What follows belongs to an exercise in optimizing a design on an open flow for small area, a short achievable clock period and few clock cycles; a production flow would make more cautious choices.
RTL that was checked went through simulation tests only; none was proved equivalent to the original.
Only the layout flow was run in run 5; the RTL was not checked for function there.
Power is estimated from default activity; no workload was simulated.

==> design/flow/config.mk <==
export PLATFORM = sky130hd
export DESIGN_NAME = key_debounce_repeat_unit
export DESIGN_NICKNAME = key_debounce_repeat_unit
export VERILOG_FILES = /design/flow/design.v
export SDC_FILE = /design/flow/constraint.sdc
export NUM_CORES = 4
export LEC_CHECK = 0
export CAP_MARGIN = 20
export CORE_MARGIN = 2
export CORE_UTILIZATION = 60
export SETUP_SLACK_MARGIN = 2.4
export SLEW_MARGIN = 20
==> design/flow/constraint.sdc <==
create_clock -name core_clock -period 5.0 [get_ports {clk}]
set_input_delay 1.0000 -clock core_clock [delete_from_list [all_inputs] [get_ports {clk}]]
set_output_delay 1.0000 -clock core_clock [all_outputs]
set_load 0.01 [all_outputs]
==> design/flow/design.v <==
`default_nettype none
package kdr_pkg;
  localparam int DATA_W = 32;
  localparam int PARAM_W = 16;
  localparam int ACT_W = 3;
  localparam int CFG_IDX_W = 3;
  localparam int KEY_COUNT_DEF = 32;
  localparam int TIMER_BITS_DEF = 16;
  localparam logic [ACT_W-1:0] ACT_TICK   = 3'd0;
  localparam logic [ACT_W-1:0] ACT_PRESS  = 3'd1;
  localparam logic [ACT_W-1:0] ACT_REPEAT = 3'd2;
  localparam logic [ACT_W-1:0] ACT_SHORT  = 3'd3;
  localparam logic [ACT_W-1:0] ACT_LONG   = 3'd4;
  localparam logic [ACT_W-1:0] ACT_CHORD  = 3'd5;
  localparam logic [CFG_IDX_W-1:0] REG_ENABLED     = 3'd0;
  localparam logic [CFG_IDX_W-1:0] REG_ACTIVE_HIGH = 3'd1;
  localparam logic [CFG_IDX_W-1:0] REG_REPEAT_KEYS = 3'd2;
  localparam logic [CFG_IDX_W-1:0] REG_FIRST_DELAY = 3'd3;
  localparam logic [CFG_IDX_W-1:0] REG_PERIOD      = 3'd4;
  localparam logic [PARAM_W-1:0] FIRST_DELAY_RST = 16'd50;
  localparam logic [PARAM_W-1:0] PERIOD_RST      = 16'd20;
  typedef struct packed {
    logic [DATA_W-1:0]  enabled_keys;
    logic [DATA_W-1:0]  active_high_keys;
    logic [DATA_W-1:0]  repeat_keys;
    logic [PARAM_W-1:0] repeat_first_delay;
    logic [PARAM_W-1:0] repeat_period;
  } kdr_cfg_t;
  typedef struct packed {
    logic [ACT_W-1:0]  action;
    logic [DATA_W-1:0] pin_levels;
    logic [DATA_W-1:0] query_mask;
  } kdr_item_t;
  typedef struct packed {
    logic [DATA_W-1:0] selected_keys;
    logic [DATA_W-1:0] pending_presses;
    logic [DATA_W-1:0] debounced_keys;
  } kdr_res_t;
endpackage
`default_nettype wire
`default_nettype none
import kdr_pkg::*;
module kdr_cfg_regs (
  input  wire logic  clk,
  input  wire logic  rst_n,
  input  wire logic                 cfg_valid,
  output      logic                 cfg_ready,
  input  wire logic [CFG_IDX_W-1:0] cfg_index,
  input  wire logic [DATA_W-1:0]    cfg_data,
  output kdr_pkg::kdr_cfg_t   cfg
);
  kdr_pkg::kdr_cfg_t cfg_r;
  kdr_pkg::kdr_cfg_t cfg_nxt;
  assign cfg_ready = 1'b1;
  assign cfg = cfg_r;
  always_comb begin
    cfg_nxt = cfg_r;
    if (cfg_valid) begin
      case (cfg_index)
        REG_ENABLED:     cfg_nxt.enabled_keys = cfg_data;
        REG_ACTIVE_HIGH: cfg_nxt.active_high_keys = cfg_data;
        REG_REPEAT_KEYS: cfg_nxt.repeat_keys = cfg_data;
        REG_FIRST_DELAY: cfg_nxt.repeat_first_delay = cfg_data[PARAM_W-1:0];
        REG_PERIOD:      cfg_nxt.repeat_period = cfg_data[PARAM_W-1:0];
        default:         cfg_nxt = cfg_r;
      endcase
    end
  end
  always_ff @(posedge clk) begin
    if (!rst_n) begin
      cfg_r.enabled_keys       <= '0;
      cfg_r.active_high_keys   <= '0;
      cfg_r.repeat_keys        <= '0;
      cfg_r.repeat_first_delay <= FIRST_DELAY_RST;
      cfg_r.repeat_period      <= PERIOD_RST;
    end else begin
      cfg_r <= cfg_nxt;
    end
  end
endmodule
`default_nettype wire
`default_nettype none
import kdr_pkg::*;
module kdr_state (
  input  wire logic                 clk,
  input  wire logic                 rst_n,
  input  wire logic                 acc,
  input  wire logic [ACT_W-1:0]     action,
  input  wire logic [DATA_W-1:0]    pins,
  input  wire logic [DATA_W-1:0]    q,
  input  wire kdr_pkg::kdr_cfg_t    cfg,
  output      logic [DATA_W-1:0]    sel_o,
  output      logic [DATA_W-1:0]    press_o,
  output      logic [DATA_W-1:0]    stable_o
);
  logic [DATA_W-1:0]  press_r, stable_r, rep_r, lo_r, hi_r, sel_r;
  logic [PARAM_W-1:0] tmr_r;
  logic               tpend_r;
  logic [DATA_W-1:0] en, ah, rk;
  assign en = cfg.enabled_keys;
  assign ah = cfg.active_high_keys;
  assign rk = cfg.repeat_keys;
  logic                any_rk;
  logic                fire;
  logic [PARAM_W-1:0]  tmr_dec, fd_dec;
  logic [DATA_W-1:0]   rep_eff;
  assign any_rk  = |(stable_r & rk);
  assign tmr_dec = tmr_r - 1'b1;
  assign fd_dec  = cfg.repeat_first_delay - 1'b1;
  assign fire    = tpend_r && (any_rk ? (tmr_r == PARAM_W'(1))
                                      : (cfg.repeat_first_delay == PARAM_W'(1)));
  assign rep_eff = rep_r | ({DATA_W{fire}} & stable_r & rk);
  logic a_tick, a_press, a_rep, a_short, a_long, a_chord;
  assign a_tick  = (action == ACT_TICK);
  assign a_press = (action == ACT_PRESS);
  assign a_rep   = (action == ACT_REPEAT);
  assign a_short = (action == ACT_SHORT);
  assign a_long  = (action == ACT_LONG);
  assign a_chord = (action == ACT_CHORD);
  logic [DATA_W-1:0] chg, lo_n, hi_n, toggle, stable_n;
  assign chg      = (stable_r ^ ~(pins ^ ah)) & en;
  assign lo_n     = ~(lo_r & chg);
  assign hi_n     = lo_n ^ (hi_r & chg);
  assign toggle   = chg & lo_n & hi_n;
  assign stable_n = stable_r ^ toggle;
  logic              chord_ok;
  logic [DATA_W-1:0] rsel, pclr, sel, press_n, rep_n;
  assign chord_ok = &(press_r | ~q);
  assign rsel     = q & rep_eff & {DATA_W{a_rep | a_long}};
  assign pclr     = q & press_r & ({DATA_W{a_press | (a_chord & chord_ok)}} |
                                   ({DATA_W{a_short}} & ~stable_r) |
                                   ({DATA_W{a_long}} & rep_eff));
  assign sel      = a_rep ? rsel : pclr;
  assign press_n  = a_tick ? (press_r | (stable_n & toggle)) : (press_r & ~pclr);
  assign rep_n    = rep_eff & ~rsel;
  always_ff @(posedge clk) begin
    if (!rst_n) begin
      press_r  <= '0;
      stable_r <= '0;
      rep_r    <= '0;
      lo_r     <= '1;
      hi_r     <= '1;
      tmr_r    <= '0;
      tpend_r  <= 1'b0;
    end else begin
      tpend_r <= acc && a_tick;
      if (fire) begin
        tmr_r <= cfg.repeat_period;
      end else if (tpend_r) begin
        tmr_r <= any_rk ? tmr_dec : fd_dec;
      end
      if (acc) begin
        press_r <= press_n;
        rep_r   <= rep_n;
      end else begin
        rep_r   <= rep_eff;
      end
      if (acc && a_tick) begin
        stable_r <= stable_n;
        lo_r     <= lo_n;
        hi_r     <= hi_n;
      end
    end
  end
  always_ff @(posedge clk) begin
    if (acc) begin
      sel_r <= sel;
    end
  end
  assign sel_o    = sel_r;
  assign press_o  = press_r;
  assign stable_o = stable_r;
endmodule
`default_nettype wire
`default_nettype none
import kdr_pkg::*;
module key_debounce_repeat_unit #(
  parameter int KEY_COUNT  = KEY_COUNT_DEF,
  parameter int TIMER_BITS = TIMER_BITS_DEF
) (
  input wire logic   clk,
  input wire logic   rst_n,
  input  wire logic                 in_valid,
  output      logic                 in_ready,
  input  wire logic [ACT_W-1:0]     in_action,
  input  wire logic [DATA_W-1:0]    in_pin_levels,
  input  wire logic [DATA_W-1:0]    in_query_mask,
  output      logic                 out_valid,
  input  wire logic                 out_ready,
  output      logic [DATA_W-1:0]    out_selected_keys,
  output      logic [DATA_W-1:0]    out_pending_presses,
  output      logic [DATA_W-1:0]    out_debounced_keys,
  input  wire logic                 cfg_valid,
  output      logic                 cfg_ready,
  input  wire logic [CFG_IDX_W-1:0] cfg_index,
  input  wire logic [DATA_W-1:0]    cfg_data
);
  kdr_pkg::kdr_cfg_t cfg;
  logic              out_v_r;
  logic              acc;
  kdr_cfg_regs u_cfg (
    .clk       (clk),
    .rst_n     (rst_n),
    .cfg_valid (cfg_valid),
    .cfg_ready (cfg_ready),
    .cfg_index (cfg_index),
    .cfg_data  (cfg_data),
    .cfg       (cfg)
  );
  assign in_ready = !out_v_r || out_ready;
  assign acc      = in_valid && in_ready;
  kdr_state u_state (
    .clk      (clk),
    .rst_n    (rst_n),
    .acc      (acc),
    .action   (in_action),
    .pins     (in_pin_levels),
    .q        (in_query_mask),
    .cfg      (cfg),
    .sel_o    (out_selected_keys),
    .press_o  (out_pending_presses),
    .stable_o (out_debounced_keys)
  );
  always_ff @(posedge clk) begin
    if (!rst_n) begin
      out_v_r <= 1'b0;
    end else if (in_ready) begin
      out_v_r <= in_valid;
    end
  end
  assign out_valid = out_v_r;
endmodule
`default_nettype wire
==> design/flow/run.sh <==
#!/bin/bash
# synth_recipe.tcl (not shown) runs the flow's synth.tcl, then flattens the netlist and writes it again
# the make line also repeats each setting of config.mk as NAME=value (left out here)
make -C /OpenROAD-flow-scripts/flow DESIGN_CONFIG=/design/flow/config.mk WORK_HOME=/design/flow/orfs CLKGATE_MAP_FILE= SYNTH_SCRIPT=/design/flow/synth_recipe.tcl finish
==> results of run 1 <==
-- cell families after synthesis --
group | count (synthesis) | share of synthesized area (%)
XOR/XNOR | 89 | 4.89
AND/OR/NAND/NOR | 746 | 19.9
adder cells (fa/ha/maj) | 36 | 2.82
buffers and inverters | 189 | 4.57
AO/OA/AOI/OAI | 571 | 23.0
other | 1 | 0.0235
flip-flops | 338 | 44.4
multiplexers | 6 | 0.392
-- cell usage after synthesis (3+ instances only) --
cell      instances  area, um^2
o211ai_1         14         105
o22ai_1          11        68.8
clkbuf_1        108         405
o21ai_1          30         150
a211oi_1         64         480
nor2b_1           3        18.8
o32ai_1          32         280
nand3_1          45         225
nand4_1          11        68.8
or4_1             3        22.5
a21boi_0          5        37.5
nor2_1           51         191
nand2b_1          7        43.8
mux2i_1           4        40.0
buf_4             3        22.5
nand2_1         526        1970
dfxtp_1         306        6130
a21oi_1         190         951
ha_1             36         450
inv_1            66         248
buf_1             5        18.8
xnor2_1          42         368
o21ai_0          49         245
a31oi_1          48         300
nor4_1           10        62.6
o31ai_1           3        22.5
o22a_1           31         272
a311oi_1         32         280
o21a_1           31         233
buf_2             6        30.0
and2_1           35         219
xor2_1           47         412
a21boi_1         26         195
edfxtp_1         32         961
nor3_1           37         185
and3_1            3        18.8
-- final cells by class --
class | count | area (um^2) | area share [%]
timing repair buffer | 259 | 2650 | 13.2
tap | 335 | 419 | 2.09
inverter | 67 | 260 | 1.30
antenna | 8 | 20.0 | 0.0996
sequential | 338 | 7130 | 35.5
multi-input combinational | 1451 | 8460 | 42.1
clock inverter | 8 | 42.5 | 0.212
clock buffer | 52 | 1100 | 5.49
-- power by group --
group / switching (uW) / total, uW / internal, uW / leakage [uW]
combinational: 336 / 570 / 234 / 0.00382
sequential: 49.2 / 2830 / 2780 / 0.00282
clock: 1090 / 2620 / 1530 / 0.000575
total: 1470 / 6020 / 4540 / 0.00721
-- cell usage in the layout (no fill, tap or decap), types with 5 or more instances in the layout --
cell,instances
a211oi_1,64
a21boi_0,5
a21boi_1,23
a21oi_1,190
a311oi_1,32
a31oi_1,48
and2_1,34
buf_12,9
buf_4,40
clkbuf_16,38
clkbuf_8,10
clkdlybuf4s50_1,165
clkinv_2,6
dfxtp_1,269
dfxtp_2,37
diode_2,8
dlygate4sd2_1,18
dlymetal6s2s_1,13
edfxtp_1,32
ha_1,36
inv_1,56
inv_2,9
nand2_1,521
nand2b_1,5
nand3_1,44
nand4_1,11
nor2_1,48
nor3_1,34
nor4_4,5
o211ai_1,14
o21a_1,31
o21ai_0,49
o21ai_1,30
o22a_1,31
o22ai_2,7
o32ai_1,32
xnor2_1,42
xor2_1,47
-- metal layers --
layer,wire length [um],part of all wire (%),track usage (%)
met3,6440,12,7.89
met1,21500,39,50.0
met2,24200,44,58.4
met5,7,0.013,0
met4,2280,4.2,15.3
-- sequential cells by signal, indices dropped and copies added, names as in the netlist --
name,count
u_state.sel_r,32
u_cfg.cfg_r,128
u_state.hi_r,32
u_state.press_r,32
u_state.tpend_r,1
u_state.tmr_r,16
u_state.stable_r,32
u_state.rep_r,32
u_state.lo_r,32
out_v_r,1
-- stage by stage --
| step | hold slack (ns) | total power, uW | util (%) |
|---|---|---|---|
| floorplan | 0.437 | 3140 | - |
| global placement | 0.442 | 3390 | 69.9 |
| detailed placement | 0.447 | 3400 | 69.9 |
| CTS | 0.454 | 5990 | 76.2 |
| global route | 0.473 | 6170 | 77.1 |
| finish | 0.452 | 6020 | 77.1 |
-- worst max path at each step --
stage,endpoint,start
after floorplan,u_state.hi_r[22]$_SDFFE_PN1P_,out_ready
after global placement,u_cfg.cfg_r[35]$_SDFFE_PN0P_,cfg_valid
after detailed placement,u_state.hi_r[9]$_SDFFE_PN1P_,in_action[2]
after CTS,out_pending_presses[20],u_state.press_r[20]$_SDFFE_PN0P_
after global routing,u_state.sel_r[30]$_DFFE_PP_,in_query_mask[4]
final,out_pending_presses[28],u_state.press_r[28]$_SDFFE_PN0P_
-- what timing repair did --
item / in CTS / in global routing
gates cloned: 6 / 0
buffers inserted: 17 / 8
endpoints found under the setup margin: 240 / 203
pin swaps: 11 / 11
resized for setup: 97 / 68
==> metrics.md, run 1 <==
| Metric | Value |
|---|---|
| CP Max Fanout | 4 |
| Rows | 59 |
| PwrDens | 299 mW/mm^2 |
| Reg2reg end | u_state.sel_r[30]$_DFFE_PP_ |
| Syn Nets | 2119 |
| Crit end category | primary output |
| Worst r2r src | u_cfg.cfg_r[23]$_SDFFE_PN0P_ |
| Register area share after synthesis | 44.4% |
| Yosys warnings | 3 |
| Hold Violations, Final | 0 |
| Core area | 0.0261 mm^2 |
| Post-route clock skew | 0.0136 ns |
| Design area | 0.0201 mm^2 |
| Reg2reg path depth | 8 |
| Asr flop ratio synth | 0% |
| TNS Setup | 0 ns |
| Clock latency on the worst-skew pair | 0.52 ns |
| Fin worst setup slack | 2.39 ns |
| First-pass GRT wire length | 82200 um |
| CP Data Required Time | 4.00 ns |
| Clk slew on worst S/H paths | 0.06 ns |
| Max Cap Viol | 0 |
| PortBufs | 204 |
| CP Launch Type | register |
| Largest net degree at the start of global routing | 120 |
| Top FF cell, synth | dfxtp_1 |
| Reg2reg setup slack | 2.42 ns |
| Critical Path AT | 1.61 ns |
| Placed insts | 2419 |
| Hold Crit Endpoint | u_cfg.cfg_r[3]$_SDFFE_PN0P_ |
| Worst-margin pin slew | 1.04 ns |
| Final setup viols | 0 |
| Die H | 167 um |
| Area delta synth->final | 26.0% |
| Mapped Area | 0.0159 mm^2 |
| Max VDD drop | 277 uV |
| Post-Syn Instances | 1976 |
| Drt wl/cell | 21.6 um |
| Total CTS buffers | 37 |
| TritonCTS clock tree | yes |
| Fin crit period | 2.61 ns |
| Seq cells post-synth | 338 |
| Crit-path cells | clkdlybuf4s50_1 |
| Cell family with most CP delay | buffers and inverters |
| Syn Area/Cell | 8.07 um^2 |
| Share of cells above drive strength 1 | 10.0% |
| Final max-slew violation count | 0 |
| Routed wire length | 54500 um |
| Pre-CTS WS | 1.36 ns |
| Worst Hold Class | register to register |
| DRC | 0 |
| Placer Congestion | 0.976 |
| Slew HR | 30.7% |
| Hold Startpoint | u_cfg.cfg_r[3]$_SDFFE_PN0P_ |
| Worst Path Buf+Inv | 1 |
| Initial DRC count | 2132 |
| CTS Root Buffer Type | clkbuf_16 |
| Worst stage delay on the critical path | 0.67 ns |
| Initial antenna violation count | 9 |
| H-tree depth | 2 |
| Router iterations before antenna repair | 7 |
| Total grt overflow | 0 |
| HPWL Detailed | 33600 um |
| Fill count | 1898 |
| Count of different cell masters after synthesis | 54 |
| Outcome | no timing/DRC/antenna violations |
| FMAX | 0.383 GHz |
| Hold depth | 2 |
| Hold-fix buffers, CTS | 0 |
| Routed Antenna Nets | 0 |
| Via density per instance | 6.35 |
| CTS max path bufs | 3 |
| RSZ-0062 raised after global routing | true |
| Final nets | 2297 |
| Final period util | 52.2% |
| Crit path kind | register to primary output |
| Die Wd | 167 um |
| LEAKAGE | 0.00721 uW |
| Via count | 16000 |
| Placed Area | 0.0182 mm^2 |
| Instance count on the critical path | 1 |
| Total track usage | 37.2% |
| Die ar. | 0.0279 mm^2 |
| Non-Filler Instances | 2518 |
| Ports | 206 |
| Post-synth EDFFs | 32 |
| CP max stage cell | clkdlybuf4s50_1 |
| Vias in the first global route | 14700 |
| Clock sink count | 338 |
| Initial core utilization | 61.2% |
Testbench counts, summed over its fixed seeds: cycles 24,131.
==> run 2, diff against run 1 <==
--- a/design/flow/config.mk
+++ b/design/flow/config.mk
@@ -10,3 +10,3 @@
 export CORE_UTILIZATION = 60
-export SETUP_SLACK_MARGIN = 2.4
+export CTS_BUF_LIST = sky130_fd_sc_hd__clkbuf_4 sky130_fd_sc_hd__clkbuf_8
 export SLEW_MARGIN = 20
==> metrics.md, run 2 <==
| Metric | Value |
|---|---|
| Outcome | no timing/DRC/antenna violations |
| H-tree depth | 2 (unchanged) |
| Footprint of the multi-input gates | 0.00817 mm^2 (-3.5%) |
| Post-Syn Instances | 1976 (unchanged) |
| Total grt overflow | 0 (unchanged) |
| Via density per instance | 6.10 (-3.9%) |
| Clock latency on the worst-skew pair | 0.61 ns (+0.09 ns) |
| Register area share after synthesis | 44.4% (unchanged) |
| Total CTS buffers | 55 (+49%) |
| Top FF cell, synth | dfxtp_1 |
| Share of cells above drive strength 1 | 6.64% (-3.4 points) |
| Area delta synth->final | 21.4% |
| Die Wd | 167 um (unchanged) |
| Slew HR | 27.4% (-3.3 points) |
| Crit-path cells | nand2_1 -> nand4_1 -> nor4_1 -> nand2_1 -> buf_4 -> mux2_2 -> buf_4 -> o21ai_1 -> o21a_1 |
| Count of different cell masters after synthesis | 54 (unchanged) |
| Final nets | 2284 (-0.57%) |
| Non-Filler Instances | 2520 (+0.079%) |
| Via count | 15400 (-3.8%) |
| Core area | 0.0261 mm^2 (unchanged) |
| CP Launch Type | register |
| Top-count cell post-synth | nand2_1 |
| Ports | 206 (unchanged) |
| Top cells by count, synth | nand2_1, dfxtp_1, a21oi_1 |
| Hold-fix buffers, CTS | 0 (unchanged) |
| Biggest register | u_cfg.cfg_r |
| Most frequent cells in the layout | nand2_1, dfxtp_1, clkdlybuf4s50_1 |
| Placed insts | 2419 (unchanged) |
| Antenna cells | 0 (-8) |
| Initial DRC count | 1757 (-18%) |
| Crit end category | register |
| DRC | 0 (unchanged) |
| Final core utilization | 74.3% (-2.8 points) |
| Seq cells post-synth | 338 (unchanged) |
| FMAX | 0.290 GHz (-24%) |
| Syn Nets | 2119 (unchanged) |
| Max VDD drop | 268 uV (-3.3%) |
| Worst stage delay on the critical path | 0.82 ns (+0.15 ns) |
| Crit path kind | register to register |
| Critical Path AT | 3.79 ns (+2.18 ns) |
| Design area | 0.0194 mm^2 (-3.7%) |
| Worst-margin pin slew | 1.09 ns (+0.0495 ns) |
| TNS Setup | 0 ns (unchanged) |
| PortBufs | 204 (unchanged) |
| Top cells by area, synth | dfxtp_1, nand2_1, edfxtp_1, a21oi_1, a211oi_1 |
| Placer Congestion | 0.930 (-4.8%) |
| Worst Hold Class | register to register |
| Largest net degree at the start of global routing | 131 (+9.2%) |
| Rows | 59 (unchanged) |
| Total track usage | 35.2% (-2.0 points) |
| Cell family with most CP delay | simple AND/OR/NAND/NOR gates |
| Yosys top cell area share | 38.4% (unchanged) |
| Commonest non-fill, non-tap cell in the layout | nand2_1 |
| Initial core utilization | 61.2% (unchanged) |
| Placed Area | 0.0182 mm^2 (-0.19%) |
| Routed Antenna Nets | 0 (unchanged) |
| CP Max Fanout | 31 (+27) |
| Router iterations before antenna repair | 5 (-2) |
| CTS-repair resized insts | 0 (-100%) |
| Die ar. | 0.0279 mm^2 (unchanged) |
| RSZ-0062 raised after global routing | false |
| Fill count | 2084 (+9.8%) |
| Total Power | 5870 uW (-2.4%) |
| Final period util | 68.9% (+17 points) |
| Clk slew on worst S/H paths | 0.06 ns (about the same) |
| LEAKAGE | 0.00676 uW (-6.3%) |
| Max Cap Viol | 0 (unchanged) |
| CTS Root Buffer Type | clkbuf_8 |
| CTS max path bufs | 3 (unchanged) |
| Asr flop ratio synth | 0% (unchanged) |
| Drt wl/cell | 20.1 um (-7.3%) |
| Post-CTS setup buffer count | 0 (-17) |
| Hold Violations, Final | 0 (unchanged) |
| First-pass GRT wire length | 78500 um (-4.5%) |
| Mapped Area | 0.0159 mm^2 (unchanged) |
| Yosys warnings | 3 (unchanged) |
| TritonCTS clock tree | yes |
| CP Data Required Time | 5.34 ns (+1.34 ns) |
| Fin crit period | 3.45 ns (+0.837 ns) |
| Syn Area/Cell | 8.07 um^2 (unchanged) |
| Worst Path Buf+Inv | 2 (+1) |
| Die H | 167 um (unchanged) |
| Largest register FFs | 128 (unchanged) |
| Yosys top cell by area | dfxtp_1 |
| PwrDens | 303 mW/mm^2 (+1.3%) |
| CP max stage cell | nor4_1 |
| Routed wire length | 50500 um (-7.2%) |
| Post-synth EDFFs | 32 (unchanged) |
| Clock sink count | 338 (unchanged) |
| Register area | 0.00709 mm^2 (-0.65%) |
| Initial antenna violation count | 0 (-9) |
| Post-route clock skew | 0.0245 ns (+0.0109 ns) |
| Final max-slew violation count | 0 (unchanged) |
| Vias in the first global route | 14300 (-2.7%) |
| Final setup viols | 0 (unchanged) |
| HPWL Detailed | 33200 um (-0.90%) |
==> run 2: cell types whose count changed in the layout (fill, tap and decap cells not counted), moves of 13 or more <==
| cell | before | now |
|---|---|---|
| dlymetal6s2s_1 | 13 | 0 |
| dfxtp_1 | 269 | 306 |
| clkbuf_16 | 38 | 0 |
| dfxtp_2 | 37 | 0 |
| clkdlybuf4s50_1 | 165 | 203 |
| dlygate4sd2_1 | 18 | 0 |
| clkbuf_4 | 0 | 26 |
| clkbuf_8 | 10 | 68 |
| buf_4 | 40 | 24 |
==> run 2: cell type report <==
| type | count | share of cell area, % |
|---|---|---|
| Clock buffer | 94 | 5.84 |
| Clock inverter | 7 | 0.213 |
| Inverter | 67 | 1.33 |
| Multi-Input combinational cell | 1449 | 42.2 |
| Sequential cell | 338 | 36.6 |
| Tap cell | 335 | 2.17 |
| Timing Repair Buffer | 230 | 11.7 |
==> run 2: report_power, final <==
part / leakage, uW / total (uW) / internal, uW / switching, uW
registers: 0.00280 / 2830 / 2780 / 48.5
logic: 0.00333 / 528 / 218 / 309
clock network: 0.000633 / 2510 / 1420 / 1100
==> run 2: worst paths after layout <==
check	depth (start not counted)	startpoint	slack, ns	endpoint
worst max register to register	9	u_state.stable_r[24]$_SDFFE_PN0P_	1.55	u_state.sel_r[17]$_DFFE_PP_
worst min register to register	2	u_cfg.cfg_r[11]$_SDFFE_PN0P_	0.46	u_cfg.cfg_r[11]$_SDFFE_PN0P_
worst max-delay path	9	u_state.stable_r[24]$_SDFFE_PN0P_	1.55	u_state.sel_r[17]$_DFFE_PP_
worst min-delay path	2	u_cfg.cfg_r[11]$_SDFFE_PN0P_	0.46	u_cfg.cfg_r[11]$_SDFFE_PN0P_
==> run 2: metrics by stage <==
stage	hold WS, ns	worst slack (ns)
after floorplan	0.437	2.21
after global placement	0.443	1.41
after detailed placement	0.448	1.33
after CTS	0.457	1.67
after global routing	0.477	1.44
final	0.456	1.55
==> run 2: routing by layer <==
layer | vias to the layer above | track usage (%) | wire [um]
met5 | - | 0 | 0
met4 | 0 | 12.5 | 1880
met3 | 128 | 7.39 | 5510
met2 | 843 | 54.1 | 21900
met1 | 7125 | 49.1 | 21200
li1 | 7271 | - | -
==> run 2: kinds of logic (layout without fill, tap and decap cells) <==
group	after synthesis	count (layout)	share of synthesized area (%)
adders and majority gates	36	36	2.82
and+or+nand+nor	746	746	19.9
buffers and inverters	189	398	4.57
muxes	6	6	0.392
other	1	1	0.0235
DFF	338	338	44.4
xor gates and xnor gates	89	89	4.89
AOI/OAI and AO/OA	571	571	23.0
==> run 2: worst register-to-register path, delay by kind of cell, from the launching register on <==
kind                   cells  cell delay [ns]
muxes                      1             0.63
and+or+nand+nor            4             1.26
AOI/OAI and AO/OA          2             0.27
buffers and inverters      2             0.60
DFF                        1             0.42
==> run 3, diff against run 2 <==
--- a/design/flow/config.mk
+++ b/design/flow/config.mk
@@ -9,4 +9,3 @@
 export CORE_MARGIN = 2
-export CORE_UTILIZATION = 60
-export CTS_BUF_LIST = sky130_fd_sc_hd__clkbuf_4 sky130_fd_sc_hd__clkbuf_8
+export CORE_UTILIZATION = 40
 export SLEW_MARGIN = 20
==> metrics.md, run 3 <==
| Metric | Value |
|---|---|
| Die ar. | 0.0415 mm^2 (+49%) |
| Drt wl/cell | 20.2 um (+0.80%) |
| TritonCTS clock tree | yes |
| Design area | 0.0198 mm^2 (+2.4%) |
| Top FF cell, synth | dfxtp_1 |
| Post-Syn Instances | 1976 (unchanged) |
| Non-Filler Instances | 2684 (+6.5%) |
| Total CTS buffers | 40 (-27%) |
| Adder-Cell Fraction of Synth Area | 2.82% (unchanged) |
| Sequential fraction of design power | 45.0% (-3.2 points) |
| Yosys warnings | 3 (unchanged) |
| Hold Violations, Final | 0 (unchanged) |
| CTS max path bufs | 3 (unchanged) |
| Area delta synth->final | 24.2% |
| Most frequent cells in the layout | nand2_1, dfxtp_1, clkdlybuf4s50_1 |
| Final core utilization | 50.1% (-24 points) |
| Final nets | 2269 (-0.66%) |
| CP Launch Type | register |
| Max Cap Viol | 0 (unchanged) |
| Clk slew on worst S/H paths | 0.06 ns (about the same) |
| Clock network power share | 46.6% (+3.8 points) |
| Fill count | 3720 (+79%) |
| Yosys top cell by area | dfxtp_1 |
| Die H | 204 um (+22%) |
| Clock sink count | 338 (unchanged) |
| Syn Nets | 2119 (unchanged) |
| Slew HR | 25.8% (-1.6 points) |
| Initial DRC count | 1231 (-30%) |
| NetSw | 1520 uW (+4.6%) |
| Routed Antenna Nets | 0 (unchanged) |
| Initial antenna violation count | 4 (+4) |
| Vias in the first global route | 14000 (-2.4%) |
| Synth Area in XOR/XNOR | 4.89% (unchanged) |
| Final max-slew violation count | 0 (unchanged) |
| Routed wire length | 54300 um (+7.4%) |
| H-tree depth | 2 (unchanged) |
| HPWL Detailed | 36900 um (+11%) |
| Reg2reg end | u_state.sel_r[31]$_DFFE_PP_ |
| Critical Path AT | 3.59 ns (-0.20 ns) |
| LEAKAGE | 0.00680 uW (+0.54%) |
| First-pass GRT wire length | 82800 um (+5.5%) |
| Int Power | 4770 uW (+8.0%) |
| Largest net degree at the start of global routing | 101 (-23%) |
| Mapped Area | 0.0159 mm^2 (unchanged) |
| Worst r2r src | u_state.stable_r[29]$_SDFFE_PN0P_ |
| Post-CTS setup buffer count | 0 (unchanged) |
| Seq cells post-synth | 338 (unchanged) |
| Fin crit period | 3.28 ns (-0.166 ns) |
| DRC | 0 (unchanged) |
| Top cells by area, synth | dfxtp_1, nand2_1, edfxtp_1, a21oi_1, a211oi_1 |
| CP Data Required Time | 5.31 ns (-0.03 ns) |
| Placer Congestion | 0.863 (-7.1%) |
| Total grt overflow | 0 (unchanged) |
| CTS Root Buffer Type | clkbuf_16 |
| Worst-margin pin slew | 1.11 ns (+0.0199 ns) |
| Die Wd | 204 um (+22%) |
| Core area | 0.0395 mm^2 (+52%) |
| Via density per instance | 5.57 (-8.7%) |
| Top cells by count, synth | nand2_1, dfxtp_1, a21oi_1 |
| CTS-repair resized insts | 0 (unchanged) |
| Crit path kind | register to register |
| Main combinational cell family by area after synthesis | compound AO/OA/AOI/OAI gates |
| FMAX | 0.305 GHz (+5.0%) |
| TNS Setup | 0 ns (unchanged) |
| Post-route clock skew | 0.0215 ns (-0.00297 ns) |
| Final setup viols | 0 (unchanged) |
| Share of cells above drive strength 1 | 4.87% (-1.8 points) |
| Syn Area/Cell | 8.07 um^2 (unchanged) |
| Commonest non-fill, non-tap cell in the layout | nand2_1 |
| PwrDens | 317 mW/mm^2 (+4.7%) |
| Crit path to | u_state.sel_r[31]$_DFFE_PP_ |
| Worst Hold Class | register to register |
| Total Power | 6290 uW (+7.1%) |
| Asr flop ratio synth | 0% (unchanged) |
| Via count | 14900 (-2.7%) |
| CP Max Fanout | 20 (-35%) |
| Critical Path Source | u_state.stable_r[29]$_SDFFE_PN0P_ |
| Final period util | 65.6% (-3.3 points) |
| Total track usage | 25.9% (-9.3 points) |
| Top-count cell post-synth | nand2_1 |
| PortBufs | 204 (unchanged) |
| Yosys top cell area share | 38.4% (unchanged) |
| Largest register FFs | 128 (unchanged) |
| Clock latency on the worst-skew pair | 0.56 ns (-0.05 ns) |
| Switching Fraction | 24.2% (-0.58 points) |
| Synth Area in Compound Gates | 23.0% (unchanged) |
| Register area share after synthesis | 44.4% (unchanged) |
| RSZ-0062 raised after global routing | false |
| Crit end category | register |
| Outcome | no timing/DRC/antenna violations |
| Initial core utilization | 40.3% (-21 points) |
| Router iterations before antenna repair | 5 (unchanged) |
| Hold-fix buffers, CTS | 0 (unchanged) |
| Hold Startpoint | u_cfg.cfg_r[0]$_SDFFE_PN0P_ |
| Biggest register | u_cfg.cfg_r |
| Post-synth EDFFs | 32 (unchanged) |
| Placed Area | 0.0185 mm^2 (+1.5%) |
| Logic gate share of total power | 8.4% (-0.6 points) |
| Max VDD drop | 216 uV (-19%) |
| Count of different cell masters after synthesis | 54 (unchanged) |
| Placed insts | 2609 (+7.9%) |
| Multiplexer share of the synthesized area | 0.392% (unchanged) |
| Reg2reg path depth | 8 (-1) |
| Ports | 206 (unchanged) |
| Simple-gate share of the synthesized area | 19.9% (unchanged) |
| Rows | 73 (+24%) |
| Reg2reg setup slack | 1.72 ns (+0.17 ns) |
==> run 3: kinds of logic after synthesis <==
| kind of cell | count (synthesis) |
|---|---|
| other | 1 |
| DFF | 338 |
| and+or+nand+nor | 746 |
| adders and majority gates | 36 |
| muxes | 6 |
| xor gates and xnor gates | 89 |
| buffers and inverters | 189 |
| AOI/OAI and AO/OA | 571 |
==> run 3: critical path, cell delays in order (launching register included) <==
cell and delay, ns:
dfxtp_1 0.42, nand2_1 0.22, nand4_1 0.19, nor4_1 0.81, nand2_1 0.17, mux2_2 0.52
buf_4 0.38, o21ai_0 0.13, o21a_1 0.18
==> run 3: stage by stage <==
step	hold WS [ns]	setup slack, ns
finish	0.456	1.72
global route	0.469	1.61
CTS	0.455	1.78
detailed placement	0.447	1.28
global placement	0.443	1.30
floorplan	0.437	2.21
==> run 3: final cells by class <==
class / instances / area, um^2 / area share [%]
multi-input combinational: 1449 / 8170 / 41.2
sequential: 338 / 7090 / 35.8
timing repair buffer: 230 / 2290 / 11.6
clock buffer: 65 / 1290 / 6.51
tap: 525 / 657 / 3.32
inverter: 67 / 256 / 1.29
clock inverter: 7 / 52.6 / 0.265
antenna: 3 / 7.51 / 0.0379
==> run 3: how the worst min path moves through the flow <==
stage                                  end  slack, ns  depth (start not counted)
3_5_place_dp   u_cfg.cfg_r[0]$_SDFFE_PN0P_       0.45                          2
3_3_place_gp   u_cfg.cfg_r[0]$_SDFFE_PN0P_       0.44                          2
4_1_cts        u_cfg.cfg_r[0]$_SDFFE_PN0P_       0.46                          2
5_1_grt        u_cfg.cfg_r[0]$_SDFFE_PN0P_       0.47                          2
6_report       u_cfg.cfg_r[0]$_SDFFE_PN0P_       0.46                          2
2_1_floorplan  u_cfg.cfg_r[0]$_SDFFE_PN0P_       0.44                          2
==> run 3: layer usage <==
layer	wire length [um]	track usage (%)	vias to the layer above	part of all wire (%)
li1	-	-	7247	-
met1	24200	35.3	7117	45
met2	24900	41.2	483	46
met3	3500	4.30	98	6.5
met4	1630	9.20	2	3.0
met5	13	0	-	0.024
==> run 3: power groups by stage <==
| stage | combinational [uW] | clock [uW] | sequential, uW |
|---|---|---|---|
| 5_1_grt | 576 | 3090 | 2830 |
| 3_5_place_dp | 527 | 0 | 2890 |
| 6_report | 530 | 2930 | 2830 |
| 2_1_floorplan | 258 | 0 | 2880 |
| 3_3_place_gp | 521 | 0 | 2890 |
| 4_1_cts | 530 | 2970 | 2830 |
==> run 4, diff against run 3 <==
==> design/flow/flow/run.sh (new file) <==
#!/bin/bash
# The standard layout, with two changes: ports are buffered with plain buf_1
# cells (timing repair may upsize them) instead of the delay cells buffer_ports
# picks by default, and clock tree synthesis inserts no dummy loads.
set -euo pipefail
export BUFFER_PORTS_ARGS="-buffer_cell sky130_fd_sc_hd__buf_1"
export CTS_ARGS="-sink_clustering_enable -repair_clock_nets -dont_use_dummy_load -buf_list {sky130_fd_sc_hd__clkbuf_4 sky130_fd_sc_hd__clkbuf_8}"
bash standard.sh > standard_flow.log 2>&1
==> design/flow/standard.sh (new file) <==
#!/bin/bash
# synth_recipe.tcl (not shown) runs the flow's synth.tcl, then flattens the netlist and writes it again
# the make line also repeats each setting of config.mk as NAME=value (left out here)
make -C /OpenROAD-flow-scripts/flow DESIGN_CONFIG=/design/flow/config.mk WORK_HOME=/design/flow/orfs CLKGATE_MAP_FILE= SYNTH_SCRIPT=/design/flow/synth_recipe.tcl "${@:-finish}"
--- a/design/flow/config.mk
+++ b/design/flow/config.mk
@@ -9,3 +9,4 @@
 export CORE_MARGIN = 2
-export CORE_UTILIZATION = 40
+export CORE_UTILIZATION = 45
+export SETUP_SLACK_MARGIN = 2.7
 export SLEW_MARGIN = 20
removed: design/flow/run.sh
==> metrics.md, run 4 <==
| Metric | Value |
|---|---|
| Via density per instance | 5.84 (+4.9%) |
| Drt wl/cell | 21.4 um (+5.8%) |
| PwrDens | 286 mW/mm^2 (-9.9%) |
| Biggest register | u_cfg.cfg_r |
| Largest register FFs | 128 (unchanged) |
| Seq cells post-synth | 338 (unchanged) |
| Final period util | 47.1% (-19 points) |
| Vias in the first global route | 14000 (-0.19%) |
| PortBufs | 204 (unchanged) |
| Die Wd | 192 um (-5.6%) |
| Largest net degree at the start of global routing | 116 (+15%) |
| Initial core utilization | 45.9% (+5.6 points) |
| Switching Fraction | 26.5% (+2.3 points) |
| Count of different cell masters after synthesis | 54 (unchanged) |
| Die H | 192 um (-5.6%) |
| Post-Syn Instances | 1976 (unchanged) |
| Placer Congestion | 0.862 (-0.19%) |
| Crit path kind | register to register |
| Yosys top cell area share | 38.4% (unchanged) |
| Post-route clock skew | 0.0368 ns (+0.0153 ns) |
| Initial DRC count | 1195 (-2.9%) |
| Hold-fix buffers, CTS | 0 (unchanged) |
| Pre-CTS WS | 1.43 ns (+0.151 ns) |
| Max Cap Viol | 0 (unchanged) |
| Fin worst setup slack | 2.64 ns (+0.926 ns) |
| Yosys warnings | 3 (unchanged) |
| Total CTS buffers | 58 (+45%) |
| RSZ-0062 raised after global routing | true |
| Final max-slew violation count | 0 (unchanged) |
| Sequential fraction of design power | 52.6% (+7.6 points) |
| Via count | 15400 (+3.2%) |
| Hold Violations, Final | 0 (unchanged) |
| Int Power | 3950 uW (-17%) |
| Syn Area/Cell | 8.07 um^2 (unchanged) |
| Routed Antenna Nets | 0 (unchanged) |
| First-pass GRT wire length | 83200 um (+0.45%) |
| TritonCTS clock tree | yes |
| CTS max path bufs | 3 (unchanged) |
| TNS Setup | 0 ns (unchanged) |
| Clock network power share | 38.3% (-8.3 points) |
| Worst stage delay on the critical path | 0.56 ns (-0.25 ns) |
| CP Data Required Time | 5.51 ns (+0.20 ns) |
| Initial antenna violation count | 5 (+1) |
| DRC | 0 (unchanged) |
| Mapped Area | 0.0159 mm^2 (unchanged) |
| Worst Hold Class | register to register |
| FMAX | 0.425 GHz (+39%) |
| Reg2reg setup slack | 2.64 ns (+0.93 ns) |
| HPWL Detailed | 35300 um (-4.4%) |
| Top cells by area, synth | dfxtp_1, nand2_1, edfxtp_1, a21oi_1, a211oi_1 |
| Critical Path AT | 2.87 ns (-0.72 ns) |
| Asr flop ratio synth | 0% (unchanged) |
| CTS Root Buffer Type | clkbuf_8 |
| Routed wire length | 56400 um (+4.0%) |
| Top FF cell, synth | dfxtp_1 |
| Die ar. | 0.0370 mm^2 (-11%) |
| Most frequent cells in the layout | nand2_1, dfxtp_1, a21oi_1 |
| H-tree depth | 2 (unchanged) |
| Top cells by count, synth | nand2_1, dfxtp_1, a21oi_1 |
| Rows | 68 (-6.8%) |
| Core area | 0.0347 mm^2 (-12%) |
| Crit-path cells | or4_4 -> nor3_4 -> and4b_2 -> nand2_4 -> mux2_4 -> buf_12 -> o21ai_1 -> o21a_1 |
| Register area share after synthesis | 44.4% (unchanged) |
| CP Max Fanout | 9 (-55%) |
| Outcome | no timing/DRC/antenna violations |
| CP Launch Type | register |
| Yosys top cell by area | dfxtp_1 |
| Area delta synth->final | 17.9% |
| Ports | 206 (unchanged) |
| Top-count cell post-synth | nand2_1 |
| Fin crit period | 2.36 ns (-0.926 ns) |
| LEAKAGE | 0.00654 uW (-3.7%) |
| Clock sink count | 338 (unchanged) |
| Commonest non-fill, non-tap cell in the layout | nand2_1 |
| Final setup viols | 0 (unchanged) |
| Slew HR | 30.0% (+4.2 points) |
| Crit end category | register |
| Final nets | 2324 (+2.4%) |
| CP max stage cell | or4_4 |
| Share of cells above drive strength 1 | 12.1% (+7.2 points) |
| Total grt overflow | 0 (unchanged) |
| Post-synth EDFFs | 32 (unchanged) |
| Logic gate share of total power | 9.0% (+0.6 points) |
| Clock latency on the worst-skew pair | 0.65 ns (+0.09 ns) |
| Max VDD drop | 205 uV (-5.1%) |
| Total track usage | 29.6% (+3.7 points) |
| NetSw | 1430 uW (-6.3%) |
| Router iterations before antenna repair | 7 (+2) |
| Worst-margin pin slew | 1.05 ns (-0.0594 ns) |
| Clk slew on worst S/H paths | 0.06 ns (about the same) |
| Syn Nets | 2119 (unchanged) |
==> run 4: cell type report <==
| type | count | area, um^2 |
|---|---|---|
| repair buffers | 262 | 1400 |
| clock buffers | 58 | 798 |
| inverters | 67 | 264 |
| well taps | 455 | 569 |
| fillers | 3359 | 15900 |
| diodes | 5 | 12.5 |
| flip-flops and latches | 338 | 7160 |
| multi-input cells | 1454 | 8610 |
==> run 4: layer usage <==
metal  global-route usage [%]  vias to the layer above  wire, um
met1                     40.8                     7353     24100
met2                     46.4                      635     25500
met4                     10.0                        0      1800
met3                     5.75                      112      5040
li1                         -                     7318         -
met5                        0                        -         0
==> run 4: kinds of logic (layout without fill, tap and decap cells) <==
family / Yosys count / in the layout / share of synthesized area [%]
flip-flops: 338 / 338 / 44.4
AND/OR/NAND/NOR: 746 / 748 / 19.9
buffers and inverters: 189 / 387 / 4.57
multiplexers: 6 / 8 / 0.392
adder cells (fa/ha/maj): 36 / 36 / 2.82
AO/OA/AOI/OAI: 571 / 572 / 23.0
XOR/XNOR: 89 / 89 / 4.89
other: 1 / 6 / 0.0235
==> run 4: through the flow <==
step | utilization (%) | total power (uW) | area (um^2) | std cells | hold WS [ns]
after floorplan | - | 3150 | 16100 | 1976 | 0.437
after global placement | 49.3 | 3330 | 17100 | 2536 | 0.444
after detailed placement | 49.3 | 3340 | 17100 | 2536 | 0.449
after CTS | 53.0 | 5410 | 18400 | 2620 | 0.456
after global routing | 54.2 | 5570 | 18800 | 2638 | 0.478
final | 54.2 | 5380 | 18800 | 2639 | 0.454
==> run 4: final timing paths <==
path / start / to / depth (start not counted)
worst max-delay path: u_cfg.cfg_r[24]$_SDFFE_PN0P_ / u_state.sel_r[7]$_DFFE_PP_ / 8
worst max register to register: u_cfg.cfg_r[24]$_SDFFE_PN0P_ / u_state.sel_r[7]$_DFFE_PP_ / 8
worst min register to register: u_cfg.cfg_r[0]$_SDFFE_PN0P_ / u_cfg.cfg_r[0]$_SDFFE_PN0P_ / 2
worst min-delay path: u_cfg.cfg_r[0]$_SDFFE_PN0P_ / u_cfg.cfg_r[0]$_SDFFE_PN0P_ / 2
==> run 4: power by group through the flow <==
stage / Sequential (uW) / Clock, uW / Combinational (uW)
2_1_floorplan: 2880 / 0 / 266
3_3_place_gp: 2880 / 0 / 447
3_5_place_dp: 2890 / 0 / 451
4_1_cts: 2830 / 2100 / 475
5_1_grt: 2840 / 2210 / 527
6_report: 2830 / 2060 / 486
==> run 4: critical path: cells and delay by family (launching register included) <==
kind            cells  cell delay, ns
flops               1            0.36
buf+inv             1            0.16
compound gates      2            0.25
mux                 1            0.33
simple gates        4            1.13
==> run 4: timing repair <==
action                     4_1_cts  5_1_grt
resized for setup               80       73
gates cloned                     6        2
buffers inserted                20       12
pin swaps                        9       32
setup endpoints to repair      221      116
==> run 5, diff against run 4 <==
--- a/design/flow/design.v
+++ b/design/flow/design.v
@@ -51,30 +51,28 @@
 );
-  kdr_pkg::kdr_cfg_t cfg_r;
-  kdr_pkg::kdr_cfg_t cfg_nxt;
+  logic [DATA_W-1:0]  en_r, ah_r, rk_r;
+  logic [PARAM_W-1:0] fd_r, per_r;
+  logic [DATA_W-1:0]  wd;
+  logic [PARAM_W-1:0] wd_fd, wd_per;
+  logic               we_en, we_ah, we_rk, we_fd, we_per;
   assign cfg_ready = 1'b1;
-  assign cfg = cfg_r;
-  always_comb begin
-    cfg_nxt = cfg_r;
-    if (cfg_valid) begin
-      case (cfg_index)
-        REG_ENABLED:     cfg_nxt.enabled_keys = cfg_data;
-        REG_ACTIVE_HIGH: cfg_nxt.active_high_keys = cfg_data;
-        REG_REPEAT_KEYS: cfg_nxt.repeat_keys = cfg_data;
-        REG_FIRST_DELAY: cfg_nxt.repeat_first_delay = cfg_data[PARAM_W-1:0];
-        REG_PERIOD:      cfg_nxt.repeat_period = cfg_data[PARAM_W-1:0];
-        default:         cfg_nxt = cfg_r;
-      endcase
-    end
-  end
-  always_ff @(posedge clk) begin
-    if (!rst_n) begin
-      cfg_r.enabled_keys       <= '0;
-      cfg_r.active_high_keys   <= '0;
-      cfg_r.repeat_keys        <= '0;
-      cfg_r.repeat_first_delay <= FIRST_DELAY_RST;
-      cfg_r.repeat_period      <= PERIOD_RST;
-    end else begin
-      cfg_r <= cfg_nxt;
-    end
-  end
+  assign wd     = cfg_data & {DATA_W{rst_n}};
+  assign wd_fd  = (cfg_data[PARAM_W-1:0] & {PARAM_W{rst_n}}) | (FIRST_DELAY_RST & {PARAM_W{~rst_n}});
+  assign wd_per = (cfg_data[PARAM_W-1:0] & {PARAM_W{rst_n}}) | (PERIOD_RST & {PARAM_W{~rst_n}});
+  assign we_en  = ~rst_n | (cfg_valid & (cfg_index == REG_ENABLED));
+  assign we_ah  = ~rst_n | (cfg_valid & (cfg_index == REG_ACTIVE_HIGH));
+  assign we_rk  = ~rst_n | (cfg_valid & (cfg_index == REG_REPEAT_KEYS));
+  assign we_fd  = ~rst_n | (cfg_valid & (cfg_index == REG_FIRST_DELAY));
+  assign we_per = ~rst_n | (cfg_valid & (cfg_index == REG_PERIOD));
+  always_ff @(posedge clk) begin
+    if (we_en)  en_r  <= wd;
+    if (we_ah)  ah_r  <= wd;
+    if (we_rk)  rk_r  <= wd;
+    if (we_fd)  fd_r  <= wd_fd;
+    if (we_per) per_r <= wd_per;
+  end
+  assign cfg.enabled_keys       = en_r;
+  assign cfg.active_high_keys   = ah_r;
+  assign cfg.repeat_keys        = rk_r;
+  assign cfg.repeat_first_delay = fd_r;
+  assign cfg.repeat_period      = per_r;
 endmodule
@@ -95,3 +93,3 @@
 );
-  logic [DATA_W-1:0]  press_r, stable_r, rep_r, lo_r, hi_r, sel_r;
+  logic [DATA_W-1:0]  press_r, stable_r, rep_r, cnt_a_r, cnt_b_r, sel_r;
   logic [PARAM_W-1:0] tmr_r;
@@ -112,17 +110,17 @@
   assign rep_eff = rep_r | ({DATA_W{fire}} & stable_r & rk);
-  logic a_tick, a_press, a_rep, a_short, a_long, a_chord;
-  assign a_tick  = (action == ACT_TICK);
-  assign a_press = (action == ACT_PRESS);
-  assign a_rep   = (action == ACT_REPEAT);
-  assign a_short = (action == ACT_SHORT);
-  assign a_long  = (action == ACT_LONG);
-  assign a_chord = (action == ACT_CHORD);
-  logic [DATA_W-1:0] chg, lo_n, hi_n, toggle, stable_n;
-  assign chg      = (stable_r ^ ~(pins ^ ah)) & en;
-  assign lo_n     = ~(lo_r & chg);
-  assign hi_n     = lo_n ^ (hi_r & chg);
-  assign toggle   = chg & lo_n & hi_n;
-  assign stable_n = stable_r ^ toggle;
+  logic t_tick, a_press, a_rep, a_short, a_long, a_chord;
+  assign t_tick  = acc && (action == ACT_TICK);
+  assign a_press = acc && (action == ACT_PRESS);
+  assign a_rep   = acc && (action == ACT_REPEAT);
+  assign a_short = acc && (action == ACT_SHORT);
+  assign a_long  = acc && (action == ACT_LONG);
+  assign a_chord = acc && (action == ACT_CHORD);
+  logic [DATA_W-1:0] lvl, te, dis, upd_s, set_p;
+  assign lvl   = ~(pins ^ ah);                          
+  assign te    = {DATA_W{t_tick}} & en;                 
+  assign dis   = te & (stable_r ^ lvl);                 
+  assign upd_s = te & cnt_b_r & ~cnt_a_r;               
+  assign set_p = upd_s & lvl & ~stable_r;               
   logic              chord_ok;
-  logic [DATA_W-1:0] rsel, pclr, sel, press_n, rep_n;
+  logic [DATA_W-1:0] rsel, pclr, sel;
   assign chord_ok = &(press_r | ~q);
@@ -133,4 +131,2 @@
   assign sel      = a_rep ? rsel : pclr;
-  assign press_n  = a_tick ? (press_r | (stable_n & toggle)) : (press_r & ~pclr);
-  assign rep_n    = rep_eff & ~rsel;
   always_ff @(posedge clk) begin
@@ -140,4 +136,4 @@
       rep_r    <= '0;
-      lo_r     <= '1;
-      hi_r     <= '1;
+      cnt_a_r  <= '0;
+      cnt_b_r  <= '0;
       tmr_r    <= '0;
@@ -145,3 +141,3 @@
     end else begin
-      tpend_r <= acc && a_tick;
+      tpend_r <= t_tick;
       if (fire) begin
@@ -151,12 +147,8 @@
       end
-      if (acc) begin
-        press_r <= press_n;
-        rep_r   <= rep_n;
-      end else begin
-        rep_r   <= rep_eff;
-      end
-      if (acc && a_tick) begin
-        stable_r <= stable_n;
-        lo_r     <= lo_n;
-        hi_r     <= hi_n;
+      press_r  <= (press_r | set_p) & ~pclr;
+      rep_r    <= rep_eff & ~rsel;
+      stable_r <= (upd_s & lvl) | (~upd_s & stable_r);
+      if (t_tick) begin
+        cnt_a_r <= dis & ~cnt_b_r;
+        cnt_b_r <= dis & cnt_a_r;
       end
==> metrics.md, run 5 <==
| Metric | Value |
|---|---|
| Commonest non-fill, non-tap cell in the layout | buf_1 |
| Initial core utilization | 45.8% (-0.19 points) |
| Max Cap Viol | 0 (unchanged) |
| Reg2reg setup slack | 2.10 ns (-0.54 ns) |
| CTS Root Buffer Type | clkbuf_8 |
| Final max-slew violation count | 0 (unchanged) |
| Final nets | 1778 (-23%) |
| Die ar. | 0.0357 mm^2 (-3.5%) |
| Reg2reg end | u_state.sel_r[31]$_DFFE_PP_ |
| Sequential fraction of design power | 56.4% (+3.8 points) |
| Non-Filler Instances | 2115 (-20%) |
| Total Power | 5540 uW (+2.9%) |
| Total CTS buffers | 56 (-3.4%) |
| Area delta synth->final | 21.7% |
| H-tree depth | 2 (unchanged) |
| HPWL Detailed | 33100 um (-6.2%) |
| Worst Hold Class | register to register |
| Critical Path Source | u_cfg.rk_r[16]$_DFFE_PP_ |
| Initial DRC count | 1259 (+5.4%) |
| Asr flop ratio synth | 0% (unchanged) |
| FMAX | 0.345 GHz (-19%) |
| Rows | 67 (-1.5%) |
| Crit end category | register |
| Mapped Area | 0.0154 mm^2 (-3.6%) |
| Routed Antenna Nets | 0 (unchanged) |
| Share of cells above drive strength 1 | 15.9% (+3.8 points) |
| Core area | 0.0336 mm^2 (-3.2%) |
| Critical Path AT | 3.24 ns (+0.37 ns) |
| Crit path kind | register to register |
| Ports | 206 (unchanged) |
| Syn Area/Cell | 10.6 um^2 (+31%) |
| Clock sink count | 338 (unchanged) |
| DRC | 0 (unchanged) |
| Slew HR | 28.1% (-2.0 points) |
| Outcome | no timing/DRC/antenna violations |
| Final core utilization | 55.7% (+1.5 points) |
| Fill count | 2939 (-13%) |
| Max VDD drop | 177 uV (-14%) |
| Yosys top cell by area | edfxtp_1 |
| Reg2reg path depth | 9 (+1) |
| Met3 capacity usage during global routing | 5.10% (-0.65 points) |
| TritonCTS clock tree | yes |
| Yosys warnings | 3 (unchanged) |
| Top-count cell post-synth | dfxtp_1 |
| Via count | 12900 (-16%) |
| Syn Nets | 1565 (-26%) |
| RSZ-0062 raised after global routing | true |
| Clock latency on the worst-skew pair | 0.62 ns (-0.03 ns) |
| Hold depth | 2 (unchanged) |
| Die H | 189 um (-1.8%) |
| Post-route clock skew | 0.0546 ns (+0.0178 ns) |
| Count of different cell masters after synthesis | 54 (unchanged) |
| Int Power | 4150 uW (+4.9%) |
| Largest net degree at the start of global routing | 97 (-16%) |
| GRT met1 Usage | 35.9% (-5.0 points) |
| Pre-CTS WS | 1.26 ns (-0.166 ns) |
| Top FF cell, synth | dfxtp_1 |
| TNS Setup | 0 ns (unchanged) |
| Total grt overflow | 0 (unchanged) |
| Fin crit period | 2.90 ns (+0.543 ns) |
| Post-synth EDFFs | 160 (+400%) |
| Switching Fraction | 25.1% (-1.4 points) |
| Die Wd | 189 um (-1.8%) |
| Final setup viols | 0 (unchanged) |
| PortBufs | 204 (unchanged) |
| First-pass GRT wire length | 73800 um (-11%) |
| LEAKAGE | 0.00663 uW (+1.3%) |
| Seq cells post-synth | 338 (unchanged) |
| Busiest grt layer | met2 |
| PwrDens | 296 mW/mm^2 (+3.4%) |
| Top cells by area, synth | edfxtp_1, dfxtp_1, nand4b_1, nand2_1, nand4_1 |
| Logic gate share of total power | 8.0% (-1.0 points) |
| CTS max path bufs | 3 (unchanged) |
| Yosys top cell area share | 31.2% (-7.2 points) |
| Drt wl/cell | 24.1 um (+13%) |
| Top cells by count, synth | dfxtp_1, edfxtp_1, nand2_1 |
| Register area share after synthesis | 54.4% (+10 points) |
| Routed wire length | 51000 um (-9.6%) |
| Router iterations before antenna repair | 6 (-1) |
| Post-Syn Instances | 1454 (-26%) |
| Placed insts | 2025 (-20%) |
| Most frequent cells in the layout | buf_1, edfxtp_1, dfxtp_1 |
| Via density per instance | 6.10 (+4.4%) |
| Fin worst setup slack | 2.10 ns (-0.543 ns) |
| Worst-margin pin slew | 1.08 ns (+0.0294 ns) |
| GRT met2 Usage | 45.3% (-1.1 points) |
| Hold Startpoint | u_state.cnt_a_r[10]$_SDFFE_PN0P_ |
| Final period util | 58.0% (+11 points) |
| CP Data Required Time | 5.34 ns (-0.17 ns) |
| Initial antenna violation count | 4 (-1) |
| Worst r2r src | u_cfg.rk_r[16]$_DFFE_PP_ |
| Crit path to | u_state.sel_r[31]$_DFFE_PP_ |
| NetSw | 1390 uW (-2.7%) |
| Clk slew on worst S/H paths | 0.06 ns (about the same) |
| CP Launch Type | register |
| Placer Congestion | 0.862 (unchanged) |
| Vias in the first global route | 12300 (-12%) |
| CP Max Fanout | 6 (-3) |
| Hold Violations, Final | 0 (unchanged) |
| Clock network power share | 35.6% (-2.7 points) |
| Total track usage | 27.2% (-2.4 points) |
==> run 5: cell count changes after synthesis, sizes merged, moves of 38 or more <==
cell / delta
a21oi: -121
nand4b: +66
dfxtp: -128
nand2: -382
nor3b: +43
nand4: +63
inv: -46
o21ai: -38
edfxtp: +128
==> run 5: worst min-delay path by stage <==
| stage | end | slack [ns] |
|---|---|---|
| final | u_state.cnt_a_r[10]$_SDFFE_PN0P_ | 0.46 |
| after global routing | u_state.cnt_a_r[8]$_SDFFE_PN0P_ | 0.48 |
| after CTS | u_state.cnt_a_r[9]$_SDFFE_PN0P_ | 0.46 |
| after detailed placement | u_state.cnt_a_r[9]$_SDFFE_PN0P_ | 0.45 |
| after global placement | u_state.cnt_a_r[0]$_SDFFE_PN0P_ | 0.45 |
| after floorplan | u_state.cnt_b_r[0]$_SDFFE_PN0P_ | 0.44 |
==> run 5: logic make-up (layout without fill, tap and decap cells) <==
| family | Yosys count | after routing | share of synthesized area, % |
|---|---|---|---|
| flops | 338 | 338 | 54.4 |
| other cells | 1 | 3 | 0.0244 |
| compound gates | 325 | 325 | 15.1 |
| mux | 38 | 44 | 2.51 |
| simple gates | 526 | 529 | 19.0 |
| fa+ha+maj | 4 | 4 | 0.325 |
| xor+xnor | 88 | 88 | 5.01 |
| buf+inv | 134 | 336 | 3.55 |
==> run 5: power groups by stage <==
stage	registers, uW	clock network (uW)	logic (uW)
3_3_place_gp	3180	0	411
3_5_place_dp	3180	0	416
2_1_floorplan	3160	0	250
4_1_cts	3120	2020	433
6_report	3120	1970	444
5_1_grt	3130	2130	479
==> run 5: critical path: stages, from the launching register on <==
cell,delay (ns)
edfxtp_1,0.44
a22o_4,0.30
a221oi_2,0.20
nand3_1,0.13
or4_4,0.54
buf_12,0.15
mux2_8,0.39
clkbuf_16,0.20
a31oi_4,0.18
o21ai_1,0.09
==> run 5: repair_timing <==
action / in CTS / in global routing
endpoints found under the hold margin: 0 / 0
setup endpoints to repair: 165 / 153
gates cloned: 5 / 7
gates resized for setup: 78 / 47
pin swaps: 2 / 16
hold buffers: 0 / 0
setup buffers: 14 / 6
==> run 5: layer usage <==
metal / vias to the layer above / share of wire [%] / wire length [um]
met3: 92 / 8.2 / 4170
met5: - / 0.047 / 24
met1: 6339 / 41 / 21100
met4: 4 / 2.7 / 1360
li1: 5908 / - / -
met2: 562 / 48 / 24300
==> run 5: final cells by class <==
cell class              instances  area [um^2]  share of cell area (%)
flip-flops and latches        338         8430                    45.0
diodes                          2         5.00                  0.0267
well taps                     448          561                    2.99
repair buffers                259         1380                    7.36
clock buffers                  56          771                    4.12
inverters                      21         83.8                   0.448
multi-input cells             991         7500                    40.0
==> run 5: metrics by stage <==
| stage | hold slack [ns] | instance area [um^2] |
|---|---|---|
| final | 0.461 | 18700 |
| after CTS | 0.462 | 18400 |
| after floorplan | 0.440 | 16300 |
| after global placement | 0.446 | 17300 |
| after global routing | 0.478 | 18700 |
| after detailed placement | 0.452 | 17300 |

-- what the ideal ports hide --
The flow's constraints put no driver on any port. The routed layouts listed below were extracted and timed again, unchanged, in two steps. Step 1 sets driving cells, clkbuf_16 on the clock port and buf_2 on the other inputs (assumed; they add their load-dependent delay and slew). Step 2 times the ports against the registers' clock, not the clock port: input delays grow and output delays shrink by t, the midpoint of the rising clock arrivals with the driver on. Three values: ideal, step 1, step 2; two values: the first two.
| run | t (ns) | setup slack, ns | worst setup path after step 2 | worst data-port slew with drivers (ns) | cell pins on the clock port's net |
|---|---|---|---|---|---|
| run 1 | 0.558 | 2.390 / 2.340 / 1.861 | input to register | 0.09 | 1 |
| run 2 | 0.645 | 1.553 / 1.553 / 1.249 | input to register | 0.07 | 1 |
| run 3 | 0.600 | 1.719 / 1.719 / 1.252 | input to register | 0.08 | 1 |
| run 4 | 0.682 | 2.645 / 2.645 / 1.991 | input to register | 0.08 | 1 |
| run 5 | 0.637 | 2.102 / 2.102 / 1.587 | input to register | 0.08 | 1 |
After both steps every run listed still meets setup and hold. The setup slack of run 4, which loses most, moves by 0.000 ns with the drivers and by -0.654 ns with both steps.
